This design comes from an exercise in tuning for a short achievable clock period and few clock cycles per item on the open sky130 flow, not from production work.
Function was checked by simulation only, so behaviour that the tests miss may differ from the original.
The clock cells of this run come from the design's own scripts or RTL, not from TritonCTS.
The clock port is modelled as an ideal driver, which makes a skipped or thinned clock tree look cheaper than it is; a real chip needs a root buffer or a tree.
No activity file was given, so power comes from the tool's default toggle rates.

[design.v]
`timescale 1ns/1ns
`default_nettype none
module alu (
	input logic [31:0] p,
	input logic [31:0] g,
	input logic cin,
	input logic op_as,
	input logic op_and,
	input logic op_or,
	input logic op_slt,
	input logic op_as_w,
	input logic op_and_w,
	input logic op_or_w,
	input logic op_slt_w,
	output logic [31:0] y,
	output logic [31:0] y_w,
	output logic eq
);
	logic [31:0] gg [0:5];
	logic [31:0] pp [0:5];
	logic [31:0] c, sum;
	logic lt;
	always_comb begin
		gg[0] = g;
		pp[0] = p;
		gg[0][0] = g[0] | (p[0] & cin);
		for (int l = 0; l < 5; l++) begin
			for (int i = 0; i < 32; i++) begin
				if (i >= (1 << l)) begin
					gg[l + 1][i] = gg[l][i] | (pp[l][i] & gg[l][i - (1 << l)]);
					pp[l + 1][i] = pp[l][i] & pp[l][i - (1 << l)];
				end else begin
					gg[l + 1][i] = gg[l][i];
					pp[l + 1][i] = pp[l][i];
				end
			end
		end
		c = {gg[5][30:0], cin};
		sum = p ^ c;
		lt = p[31] ? sum[31] : g[31];
		y = ({32{op_as}} & sum) | ({32{op_and}} & g) | ({32{op_or}} & (g | p)) |
			{31'b0, op_slt && lt};
		y_w = ({32{op_as_w}} & sum) | ({32{op_and_w}} & g) | ({32{op_or_w}} & (g | p)) |
			{31'b0, op_slt_w && lt};
		eq = (p == '0);
	end
endmodule
`default_nettype wire
`timescale 1ns/1ns
`default_nettype none
module hazard_unit (
	input logic [4:0] rs,
	input logic [4:0] rt,
	input logic [31:1] rv,
	input logic [4:0] dst1,
	input logic wr1,
	input logic [4:0] dst2,
	input logic wr2,
	output logic [31:1] sel_a,
	output logic [31:1] sel_b,
	output logic fwd1_a,
	output logic fwd1_b,
	output logic fwd2_a,
	output logic fwd2_b
);
	always_comb begin
		fwd1_a = wr1 && (rs == dst1);
		fwd1_b = wr1 && (rt == dst1);
		fwd2_a = wr2 && (rs == dst2) && !fwd1_a;
		fwd2_b = wr2 && (rt == dst2) && !fwd1_b;
		for (int i = 1; i < 32; i++) begin
			sel_a[i] = rv[i] && (rs == 5'(i)) && !fwd1_a && !fwd2_a;
			sel_b[i] = rv[i] && (rt == 5'(i)) && !fwd1_b && !fwd2_b;
		end
	end
endmodule
`default_nettype wire
`timescale 1ns/1ns
`default_nettype none
module reg_file (
	input logic clk,
	input logic [31:1] wen,
	input logic [31:0] wd,
	input logic [31:0] fd,
	input logic [31:1] sel_a,
	input logic [31:1] sel_b,
	input logic fwd1_a,
	input logic fwd1_b,
	input logic fwd2_a,
	input logic fwd2_b,
	output logic [31:0] rd_a,
	output logic [31:0] rd_b
);
	logic [31:0] regs [1:31];
	always_ff @(posedge clk) begin
		for (int i = 1; i < 32; i++) begin
			if (wen[i]) begin
				regs[i] <= wd;
			end
		end
	end
	always_comb begin
		rd_a = (fd & {32{fwd1_a}}) | (wd & {32{fwd2_a}});
		rd_b = (fd & {32{fwd1_b}}) | (wd & {32{fwd2_b}});
		for (int i = 1; i < 32; i++) begin
			rd_a = rd_a | (regs[i] & {32{sel_a[i]}});
			rd_b = rd_b | (regs[i] & {32{sel_b[i]}});
		end
	end
endmodule
`default_nettype wire
`timescale 1ns/1ns
`default_nettype none
module instr_decode (
	input logic [31:0] instr,
	output logic [4:0] dst,
	output logic reg_write,
	output logic branch,
	output logic use_imm,
	output logic inv_b,
	output logic op_as,
	output logic op_and,
	output logic op_or,
	output logic op_slt
);
	localparam logic [5:0] OP_RTYPE = 6'h00;
	localparam logic [5:0] OP_BEQ = 6'h04;
	localparam logic [5:0] OP_ADDI = 6'h08;
	localparam logic [5:0] FN_ADD = 6'h20;
	localparam logic [5:0] FN_SUB = 6'h22;
	localparam logic [5:0] FN_AND = 6'h24;
	localparam logic [5:0] FN_OR = 6'h25;
	localparam logic [5:0] FN_SLT = 6'h2a;
	logic [5:0] opcode, funct;
	logic is_r, is_addi, f_add, f_sub, f_and, f_or, f_slt;
	always_comb begin
		opcode = instr[31:26];
		funct = instr[5:0];
		is_r = (opcode == OP_RTYPE);
		is_addi = (opcode == OP_ADDI);
		branch = (opcode == OP_BEQ);
		f_add = is_r && (funct == FN_ADD);
		f_sub = is_r && (funct == FN_SUB);
		f_and = is_r && (funct == FN_AND);
		f_or = is_r && (funct == FN_OR);
		f_slt = is_r && (funct == FN_SLT);
		dst = is_addi ? instr[20:16] : instr[15:11];
		reg_write = (is_addi || f_add || f_sub || f_and || f_or || f_slt) && (dst != '0);
		use_imm = is_addi;
		inv_b = f_sub || f_slt;
		op_as = is_addi || f_add || f_sub;
		op_and = f_and;
		op_or = f_or;
		op_slt = f_slt;
	end
endmodule
`default_nettype wire
`timescale 1ns/1ns
`default_nettype none
module pipe_reg #(
	parameter int W = 1
) (
	input logic clk,
	input logic arst_n,
	input logic hold,
	input logic flush,
	input logic d_valid,
	input logic [W-1:0] d,
	output logic q_valid,
	output logic [W-1:0] q
);
	always_ff @(posedge clk or negedge arst_n) begin
		if (!arst_n) begin
			q_valid <= 1'b0;
		end else if (flush) begin
			q_valid <= 1'b0;
		end else if (!hold) begin
			q_valid <= d_valid;
		end
	end
	always_ff @(posedge clk) begin
		if (!hold) begin
			q <= d;
		end
	end
endmodule
`default_nettype wire
`timescale 1ns/1ns
`default_nettype none
module mips_pipe_top (
	input logic clk,
	input logic arst_n,
	input logic instr_req,
	input logic [31:0] instr,
	output logic instr_ack,
	output logic br_valid,
	output logic br_taken,
	output logic wb_valid,
	output logic [4:0] wb_reg,
	output logic [31:0] wb_data
);
	logic ack_q, take;
	logic [31:1] rv;
	logic v0;
	logic [31:1] sel_a0, sel_b0;
	logic [31:0] ir;
	logic fwd1_a0, fwd1_b0, fwd2_a0, fwd2_b0, imm_b0;
	logic [31:0] p1, g1;
	logic cin1, op_as1, op_and1, op_or1, op_slt1;
	logic op_as1w, op_and1w, op_or1w, op_slt1w;
	logic wr1, br1;
	logic [4:0] dst1;
	logic [31:0] res_q;
	logic [31:1] wen_q;
	logic wr2;
	logic [4:0] dst2;
	logic [31:0] res2_q;
	logic [31:1] wen2_q;
	logic [31:0] wbd_q;
	logic [4:0] wbr_q;
	logic wbv_q, brv_q, brt_q;
	assign take = instr_req && !ack_q;
	always_ff @(posedge clk or negedge arst_n) begin
		if (!arst_n) begin
			v0 <= 1'b0;
		end else begin
			v0 <= take;
		end
	end
	always_ff @(posedge clk) begin
		ack_q <= instr_req;
	end
	assign instr_ack = ack_q;
	logic use_imm_in;
	logic [31:1] sel_a_in, sel_b_in;
	logic fwd1_a_in, fwd1_b_in, fwd2_a_in, fwd2_b_in;
	assign use_imm_in = (instr[31:26] == 6'h08);
	hazard_unit u_haz (
		.rs(instr[25:21]), .rt(instr[20:16]), .rv(rv | wen2_q),
		.dst1(dst1), .wr1(wr1), .dst2(dst2), .wr2(wr2),
		.sel_a(sel_a_in), .sel_b(sel_b_in),
		.fwd1_a(fwd1_a_in), .fwd1_b(fwd1_b_in), .fwd2_a(fwd2_a_in), .fwd2_b(fwd2_b_in)
	);
	always_ff @(posedge clk) begin
		ir <= instr;
		sel_a0 <= sel_a_in;
		sel_b0 <= sel_b_in;
		fwd1_a0 <= fwd1_a_in;
		fwd1_b0 <= fwd1_b_in;
		fwd2_a0 <= fwd2_a_in;
		fwd2_b0 <= fwd2_b_in;
		imm_b0 <= use_imm_in;
	end
	logic [4:0] dst0;
	logic wr0, br0, inv0, as0, and0, or0, slt0, use_imm0;
	logic [15:0] imm0;
	assign imm0 = ir[15:0];
	instr_decode u_dec (
		.instr(ir), .dst(dst0), .reg_write(wr0), .branch(br0),
		.use_imm(use_imm0), .inv_b(inv0), .op_as(as0), .op_and(and0),
		.op_or(or0), .op_slt(slt0)
	);
	logic [31:0] a_d, rd_b, b_d;
	reg_file u_rf (
		.clk(clk), .wen(wen2_q), .wd(res2_q), .fd(res_q),
		.sel_a(sel_a0), .sel_b(sel_b0),
		.fwd1_a(fwd1_a0), .fwd1_b(fwd1_b0), .fwd2_a(fwd2_a0), .fwd2_b(fwd2_b0),
		.rd_a(a_d), .rd_b(rd_b)
	);
	assign b_d = imm_b0 ? {{16{imm0[15]}}, imm0} : rd_b;
	always_ff @(posedge clk or negedge arst_n) begin
		if (!arst_n) begin
			rv <= '0;
			wr1 <= 1'b0;
			br1 <= 1'b0;
		end else begin
			rv <= rv | wen2_q;
			wr1 <= v0 && wr0;
			br1 <= v0 && br0;
		end
	end
	always_ff @(posedge clk) begin
		p1 <= a_d ^ (b_d ^ {32{inv0}});
		g1 <= a_d & (b_d ^ {32{inv0}});
		cin1 <= inv0;
		op_as1 <= as0;
		op_and1 <= and0;
		op_or1 <= or0;
		op_slt1 <= slt0;
		op_as1w <= as0 && wr0;
		op_and1w <= and0 && wr0;
		op_or1w <= or0 && wr0;
		op_slt1w <= slt0 && wr0;
		dst1 <= dst0;
	end
	logic [31:0] y1, y1w;
	logic eq1;
	alu u_alu (
		.p(p1), .g(g1), .cin(cin1),
		.op_as(op_as1), .op_and(op_and1), .op_or(op_or1), .op_slt(op_slt1),
		.op_as_w(op_as1w), .op_and_w(op_and1w), .op_or_w(op_or1w), .op_slt_w(op_slt1w),
		.y(y1), .y_w(y1w), .eq(eq1)
	);
	always_ff @(posedge clk or negedge arst_n) begin
		if (!arst_n) begin
			wen_q <= '0;
			wen2_q <= '0;
			wr2 <= 1'b0;
		end else begin
			for (int i = 1; i < 32; i++) begin
				wen_q[i] <= wr1 && (dst1 == 5'(i));
			end
			wen2_q <= wen_q;
			wr2 <= wr1;
		end
	end
	always_ff @(posedge clk) begin
		wbv_q <= wr1;
		brv_q <= br1;
		res_q <= y1;
		res2_q <= res_q;
		if (wr1) begin
			dst2 <= dst1;
		end
		wbd_q <= y1w;
		wbr_q <= dst1;
		brt_q <= eq1;
	end
	assign wb_valid = wbv_q;
	assign wb_reg = wbr_q;
	assign wb_data = wbd_q;
	assign br_valid = brv_q;
	assign br_taken = brt_q;
endmodule
`default_nettype wire
[standard.sh]
#!/bin/bash
# synth_recipe.tcl (not shown) runs the flow's synth.tcl, then flattens the netlist and writes it again
# the make line also repeats each setting of config.mk as NAME=value (left out here)
make -C /OpenROAD-flow-scripts/flow DESIGN_CONFIG=/design/flow/config.mk WORK_HOME=/design/flow/orfs CLKGATE_MAP_FILE= SYNTH_SCRIPT=/design/flow/synth_recipe.tcl "${@:-finish}"
[flow/manual_cts.tcl]
# Clock tree built by hand in place of TritonCTS, sourced by ORFS's cts.tcl
# as PRE_CTS_TCL. Two levels: the clock port drives 4 root clkbuf_16, each
# feeding the leaf clkbuf_16 of one quarter of the die; each leaf drives a
# cluster of about 24 neighbouring flip-flops. TritonCTS builds three levels
# for this design's ~1300 flip-flops; two levels cut the insertion delay.
# All flip-flops sit at the same depth; the rest of cts.tcl (legalization,
# setup and hold repair) runs unchanged. Before the tree is built, each
# output port's buffer is moved next to its pin and the flip-flop that drives
# only that buffer next to the buffer, so the register-to-port wire is short
# (the placer left some of them 100 um apart).
proc build_manual_tree {nper nroot} {
  set block [ord::get_db_block]
  set db [ord::get_db]
  set lib [lindex [$db getLibs] 0]
  set bufm [$db findMaster sky130_fd_sc_hd__clkbuf_16]
  set clk [$block findNet clk]
  set sinks {}
  foreach it [$clk getITerms] {
    set inst [$it getInst]
    set m [$inst getMaster]
    if {[$m isBlock]} continue
    set loc [$inst getLocation]
    lappend sinks [list [lindex $loc 0] [lindex $loc 1] $it]
  }
  set n [llength $sinks]
  set ncl [expr {int(ceil(double($n) / $nper))}]
  # strips by x, then chunks by y
  set ncol [expr {int(round(sqrt($ncl)))}]
  if {$ncol < 1} {set ncol 1}
  set sx [lsort -integer -index 0 $sinks]
  set percol [expr {int(ceil(double($n) / $ncol))}]
  set clusters {}
  for {set c 0} {$c < $ncol} {incr c} {
    set col [lrange $sx [expr {$c*$percol}] [expr {($c+1)*$percol-1}]]
    if {[llength $col] == 0} continue
    set col [lsort -integer -index 1 $col]
    set nr [expr {int(ceil(double([llength $col]) / $nper))}]
    set perrow [expr {int(ceil(double([llength $col]) / $nr))}]
    for {set r 0} {$r < $nr} {incr r} {
      set cl [lrange $col [expr {$r*$perrow}] [expr {($r+1)*$perrow-1}]]
      if {[llength $cl]} {lappend clusters $cl}
    }
  }
  # leaf buffers
  set leaves {}
  set i 0
  foreach cl $clusters {
    set x 0; set y 0
    foreach s $cl { incr x [lindex $s 0]; incr y [lindex $s 1] }
    set x [expr {$x / [llength $cl]}]; set y [expr {$y / [llength $cl]}]
    set b [odb::dbInst_create $block $bufm "mclk_leaf_$i"]
    $b setLocation $x $y
    $b setPlacementStatus PLACED
    set net [odb::dbNet_create $block "mclk_leafnet_$i"]
    $net setSigType CLOCK
    [$b findITerm X] connect $net
    foreach s $cl { set it [lindex $s 2]; $it disconnect; $it connect $net }
    lappend leaves [list $x $y $b]
    incr i
  }
  # roots: split leaves into nroot groups by angle around the centre
  set cx 0; set cy 0
  foreach l $leaves { incr cx [lindex $l 0]; incr cy [lindex $l 1] }
  set cx [expr {$cx / [llength $leaves]}]; set cy [expr {$cy / [llength $leaves]}]
  set groups {}
  for {set g 0} {$g < $nroot} {incr g} { lappend groups {} }
  set lv {}
  foreach l $leaves { lappend lv [list [expr {atan2([lindex $l 1]-$cy, [lindex $l 0]-$cx)}] $l] }
  set lv [lsort -real -index 0 $lv]
  set per [expr {int(ceil(double([llength $lv]) / $nroot))}]
  for {set g 0} {$g < $nroot} {incr g} {
    set grp [lrange $lv [expr {$g*$per}] [expr {($g+1)*$per-1}]]
    if {![llength $grp]} continue
    set x 0; set y 0
    foreach e $grp { set l [lindex $e 1]; incr x [lindex $l 0]; incr y [lindex $l 1] }
    set x [expr {$x / [llength $grp]}]; set y [expr {$y / [llength $grp]}]
    if {$nroot == 1} { set x $cx; set y $cy }
    set b [odb::dbInst_create $block $bufm "mclk_root_$g"]
    $b setLocation $x $y
    $b setPlacementStatus PLACED
    set net [odb::dbNet_create $block "mclk_rootnet_$g"]
    $net setSigType CLOCK
    [$b findITerm X] connect $net
    [$b findITerm A] connect $clk
    foreach e $grp { [[lindex [lindex $e 1] 2] findITerm A] connect $net }
  }
  # power pins
  puts "manual tree: $n sinks, [llength $clusters] leaves, $nroot roots"
}

# Move each output port's buffer next to its pin and the flip-flop that
# drives only that buffer next to the buffer; detailed placement legalizes.
proc pull_outputs_to_pins {} {
  set block [ord::get_db_block]
  set core [$block getCoreArea]
  set cx0 [$core xMin]; set cy0 [$core yMin]; set cx1 [$core xMax]; set cy1 [$core yMax]
  set n 0
  foreach bt [$block getBTerms] {
    if {[$bt getIoType] ne "OUTPUT"} continue
    set net [$bt getNet]
    if {$net eq "NULL" || $net eq ""} continue
    set buf ""
    foreach it [$net getITerms] { if {[$it isOutputSignal]} { set buf [$it getInst] } }
    if {$buf eq ""} continue
    set inet [[$buf findITerm A] getNet]
    set drv ""
    foreach it [$inet getITerms] { if {[$it isOutputSignal]} { set drv [$it getInst] } }
    if {$drv eq "" || [llength [$inet getITerms]] != 2} continue
    if {![[$drv getMaster] isSequential]} continue
    set bb [$bt getBBox]
    set px [expr {([$bb xMin] + [$bb xMax]) / 2}]
    set py [expr {([$bb yMin] + [$bb yMax]) / 2}]
    set px [expr {min(max($px, $cx0), $cx1 - 10000)}]
    set py [expr {min(max($py, $cy0), $cy1 - 3000)}]
    # flop one buffer-width further in from the edge
    set dx 0; set dy 0
    if {$px <= $cx0} { set dx 6000 } elseif {$px >= $cx1 - 10000} { set dx -12000 }
    if {$py <= $cy0} { set dy 2720 } elseif {$py >= $cy1 - 3000} { set dy -2720 }
    if {$dx == 0 && $dy == 0} { set dx 6000 }
    $buf setLocation $px $py
    $drv setLocation [expr {$px + $dx}] [expr {$py + $dy}]
    incr n
  }
  puts "pulled $n output flip-flops and buffers to their pins"
}

rename clock_tree_synthesis tritoncts_not_used
proc clock_tree_synthesis {args} {
  pull_outputs_to_pins
  build_manual_tree 24 4
  set_propagated_clock [all_clocks]
}
[config.mk]
export PLATFORM = sky130hd
export DESIGN_NAME = mips_pipe_top
export DESIGN_NICKNAME = mips_pipe_top
export VERILOG_FILES = /design/flow/design.v
export SDC_FILE = /design/flow/constraint.sdc
export NUM_CORES = 4
export LEC_CHECK = 0
export ABC_CLOCK_PERIOD_IN_PS = 1000
export CAP_MARGIN = 20
export CORE_MARGIN = 2
export CORE_UTILIZATION = 50
export SLEW_MARGIN = 20
[constraint.sdc]
create_clock -name core_clock -period 8.0 [get_ports {clk}]
set_input_delay 1.6000 -clock core_clock [delete_from_list [all_inputs] [get_ports {clk}]]
set_output_delay 1.6000 -clock core_clock [all_outputs]
set_load 0.01 [all_outputs]
[flow/run.sh]
#!/bin/bash
set -euo pipefail
margin=5.7
hook="$PWD/flow/manual_cts.tcl"
# standard.sh passes the flow settings on make's command line; add ours last
sed -E "s|\"\\\$\{@:-finish\}\"|SETUP_SLACK_MARGIN=${margin} PRE_CTS_TCL=${hook} ADDER_MAP_FILE= \"\${@:-finish}\"|" standard.sh > tight.sh
grep -q "SETUP_SLACK_MARGIN=${margin} PRE_CTS_TCL=${hook} ADDER_MAP_FILE= " tight.sh
bash tight.sh > make_finish.log 2>&1
==> impl_results.md <==
* Status: complete, no violations
* PD cells at 181.1 mW/mm^2
* Register bit count reported by yosys at 1371
* GRT Util Overall at 0.4441
* WHS at 0.3411 ns
* Detailed-route via count at 44.97k
* Place WS at 4.215 ns
* Clock network fraction of design power at 0.319
* Critical path buffer and inverter count at 1
* Die Ht at 333.6 um
* Placed wire-length estimate at 117900 um
* WHS Endpoint: wen2_q[4]
* Minimum setup slack among reg-to-reg paths at 5.47 ns
* ANT nets after route at 0
* Tmin final at 2.586 ns
* First-pass GRT wire length at 339500 um
* Top FF cell, synth: edfxtp_1
* Boundary Pins at 76
* DRC Markers at 0
* P_sw at 2.285 mW
* Seq/Total Area, Yosys at 0.6979
* Worst path top cell family by delay: flip-flops
* Maximum clock frequency at 0.3867 GHz
* Multi-input logic area at 0.01740 mm^2
* WHS Path Cells at 0
* Slowest stage cell, crit path: dfxtp_1
* Cell Area, Synth at 0.05432 mm^2
* P_leak at 23.21 nW
* FFs w/ async S/R, synth at 0.07075
* Net count after synthesis at 3913
* Worst-margin pin slew at 1.197 ns
* Critical-path cell list: buf_2
* Gate power share at 0.015
* Nets at 4028
* Worst R2R Start: ir[30]
* Layout cell share with drive strength beyond 1 at 0.2037
* YS warnings at 8
* Syn avg cell area at 14.01 um^2
* Starting Density at 0.5060
* Yosys cell types at 77
* Crit path DAT at 0.99 ns
* Critical path launch point type: flip-flop
* Sw frac at 0.2010
* Min-delay worst type: flip-flop to flip-flop
* Die ar. at 0.1113 mm^2
* CP Class: flip-flop to primary output
* Clk pin slew, worst setup/hold paths at 0.10 ns
* Area growth syn-to-layout at 15.52%
* Setup TNS Final at 0 ns
* Final Hold Fails at 0
* Sequential share of power at 0.666
* Initial antenna violation count at 19
* Crit path max fanout at 1
* Vias per std cell at 8.311
* DRT Wirelength at 257800 um
* Skew-Pair Late Insertion Delay at 0.54 ns
* Most frequent cells in the layout: edfxtp_1 (997), a22oi_1 (650), a22o_1 (173), buf_4 (172), nand4_1 (159)
* Clock skew at 0.06623 ns
* Worst Slack Setup Final at 5.414 ns
* Area of the core at 0.1074 mm^2
* Global route overflow at 0
* Placement row count at 120
* Die W at 333.6 um
* Max-slew violations at 0
* Fin crit share at 0.3232
* Routability cong. at 0.9243
* Avg WL per Cell at 47.65 um
* Worst stage delay on the critical path at 0.33 ns
* Cell Int Power at 9.082 mW
* R2R cell count at 8
* Critical Path End Type: primary output
* Worst vdd ir at 0.1781 mV
* Post-synth EDFFs at 997
* Final setup vio count at 0
* Port-buffer cells at 75
* Drt pass-1 iters at 13
* Max_cap viols at 0
* Fillers at 8287
* Vias in the first global route at 41.30k
* WP data required at 6.40 ns
* Worst r2r dst: op_and1w
* HP Start: wen_q[4]
* Most common cell after layout, fill and taps aside: edfxtp_1
* Post-Synthesis Cells at 3878
* Worst slew margin at 0.2019
* Maximum number of pins on one net before global-route repair at 53
* RSZ-0062 raised after global routing: yes
* Drt first-iter violations at 11.55k
* Seq. cell area at 0.03820 mm^2
[state kept, by name, indices dropped and copies added (netlist names), 27 cells and up]
signal and count:
wen_q 31, res2_q 32, p1 32, g1 32, wbd_q 32, rv 31
ir 27, res_q 32, sel_b0 31, sel_a0 31, wen2_q 31, u_rf.regs 992
[worst max-delay path by stage]
| stage | start | to | slack [ns] | cells past startpoint |
|---|---|---|---|---|
| after floorplan | instr[24] | sel_a0[2] | 5.05 | 7 |
| after global placement | instr[16] | sel_b0[3] | 4.28 | 7 |
| after detailed placement | instr[16] | sel_b0[3] | 4.21 | 7 |
| after CTS | wbd_q[19] | wb_data[19] | 5.42 | 1 |
| after global routing | wbd_q[29] | wb_data[29] | 5.40 | 1 |
| final | wbd_q[20] | wb_data[20] | 5.41 | 1 |
[per-stage QoR]
step                area [um^2]  total power, mW  cells  utilization
floorplan                 54440            7.779   3878            -
global placement          56800            7.849   5197       0.5291
detailed placement        56800            7.849   5197       0.5291
CTS                       60490            11.28   5326       0.5635
global route              62720            11.57   5396       0.5842
finish                    62760            11.37   5410       0.5846
[cell usage after synthesis (all sizes together), types with 7 or more instances]
cell,number,area share
buf,41,0.0035
a211oi,9,0.0013
a22o,173,0.028
a31oi,24,0.0029
a221o,13,0.0024
nor2,106,0.0074
a21oi,109,0.010
dfxtp,277,0.10
edfxtp,997,0.55
clkbuf,236,0.016
nand4,159,0.018
xnor2,40,0.0064
nand2,101,0.0070
o32ai,17,0.0027
and2,43,0.0050
nor4,58,0.0067
xor2,49,0.0079
nand3,103,0.0095
a222oi,34,0.0063
nand2b,22,0.0025
dfrtp,97,0.045
o2bb2ai,10,0.0016
and3,11,0.0013
nor2b,15,0.0017
inv,56,0.0039
nor3,86,0.0082
o311ai,8,0.0013
o211ai,17,0.0024
a221oi,176,0.028
a22oi,651,0.090
a21o,26,0.0036
mux2,7,0.0015
o21ai,44,0.0043
[routing by layer]
metal / GRT usage / share of wire / wire [um] / up-vias
met2: 0.5978 / 0.39 / 99280 / 5575
met3: 0.2354 / 0.20 / 51310 / 1601
li1: - / - / - / 16110
met4: 0.2544 / 0.087 / 22550 / 32
met1: 0.5661 / 0.33 / 84150 / 21650
met5: 0.01303 / 0.0020 / 513 / -
[power by group through the flow]
stage | combinational (mW) | clock, mW | sequential (mW)
after global placement | 0.114 | 0 | 7.74
after global routing | 0.177 | 3.82 | 7.57
after floorplan | 0.0671 | 0 | 7.71
final | 0.169 | 3.63 | 7.57
after CTS | 0.136 | 3.57 | 7.57
after detailed placement | 0.115 | 0 | 7.73
[timing repair]
item | CTS | global route
pin swaps | 74 | 98
endpoints found under the setup margin | 269 | 202
setup buffers | 52 | 65
resized for setup | 541 | 301
gates cloned | 10 | 3
hold buffers | 0 | 0
[cell families (layout without fill, tap and decap cells)]
family | count (synthesis) | after routing | synth area share
AO/OA/AOI/OAI | 1347 | 1347 | 0.1907
XOR/XNOR | 89 | 89 | 0.01435
buffers and inverters | 333 | 443 | 0.02368
flip-flops | 1371 | 1371 | 0.6979
multiplexers | 11 | 11 | 0.002257
other | 0 | 16 | 0
AND/OR/NAND/NOR | 727 | 730 | 0.07110
[final cells by class]
cell class,instances,area share
repair buffers,319,0.05439
inverters,56,0.003828
multi-input cells,2177,0.2773
repair inverters,1,0.0004785
flip-flops and latches,1371,0.6087
diodes,16,0.0006380
plain buffers,67,0.02672
well taps,1403,0.02797
Testbench counts, summed over its fixed seeds: cycles 9,616, items 4,800.

-- what the ideal ports hide --
No port has a modelled driver above. Below, the same layout with a new extraction and two added sets of constraints. Step 1 assumes that a clkbuf_16 drives the clock port and a buf_2 every other input. Step 2 adds t to the input delays and takes it off the output delays; t is the mean of the earliest and latest rising clock arrival at the registers after step 1. Input paths then give back, and output paths get back, about the clock's delay inside the block. Three values: ideal ports, drivers, drivers and shift; two values: the first two.
t, ns: 0.681
slack for setup (ns): 5.414 / 5.236 / 4.892
worst setup path after step 2: input to register
latest minus earliest clock arrival (ns): 0.067 / 0.066
pins driven straight from the clock port: 4
After both steps this run still meets setup and hold. For this run, drivers alone change the setup slack by -0.178 ns; drivers and shift together by -0.522 ns.
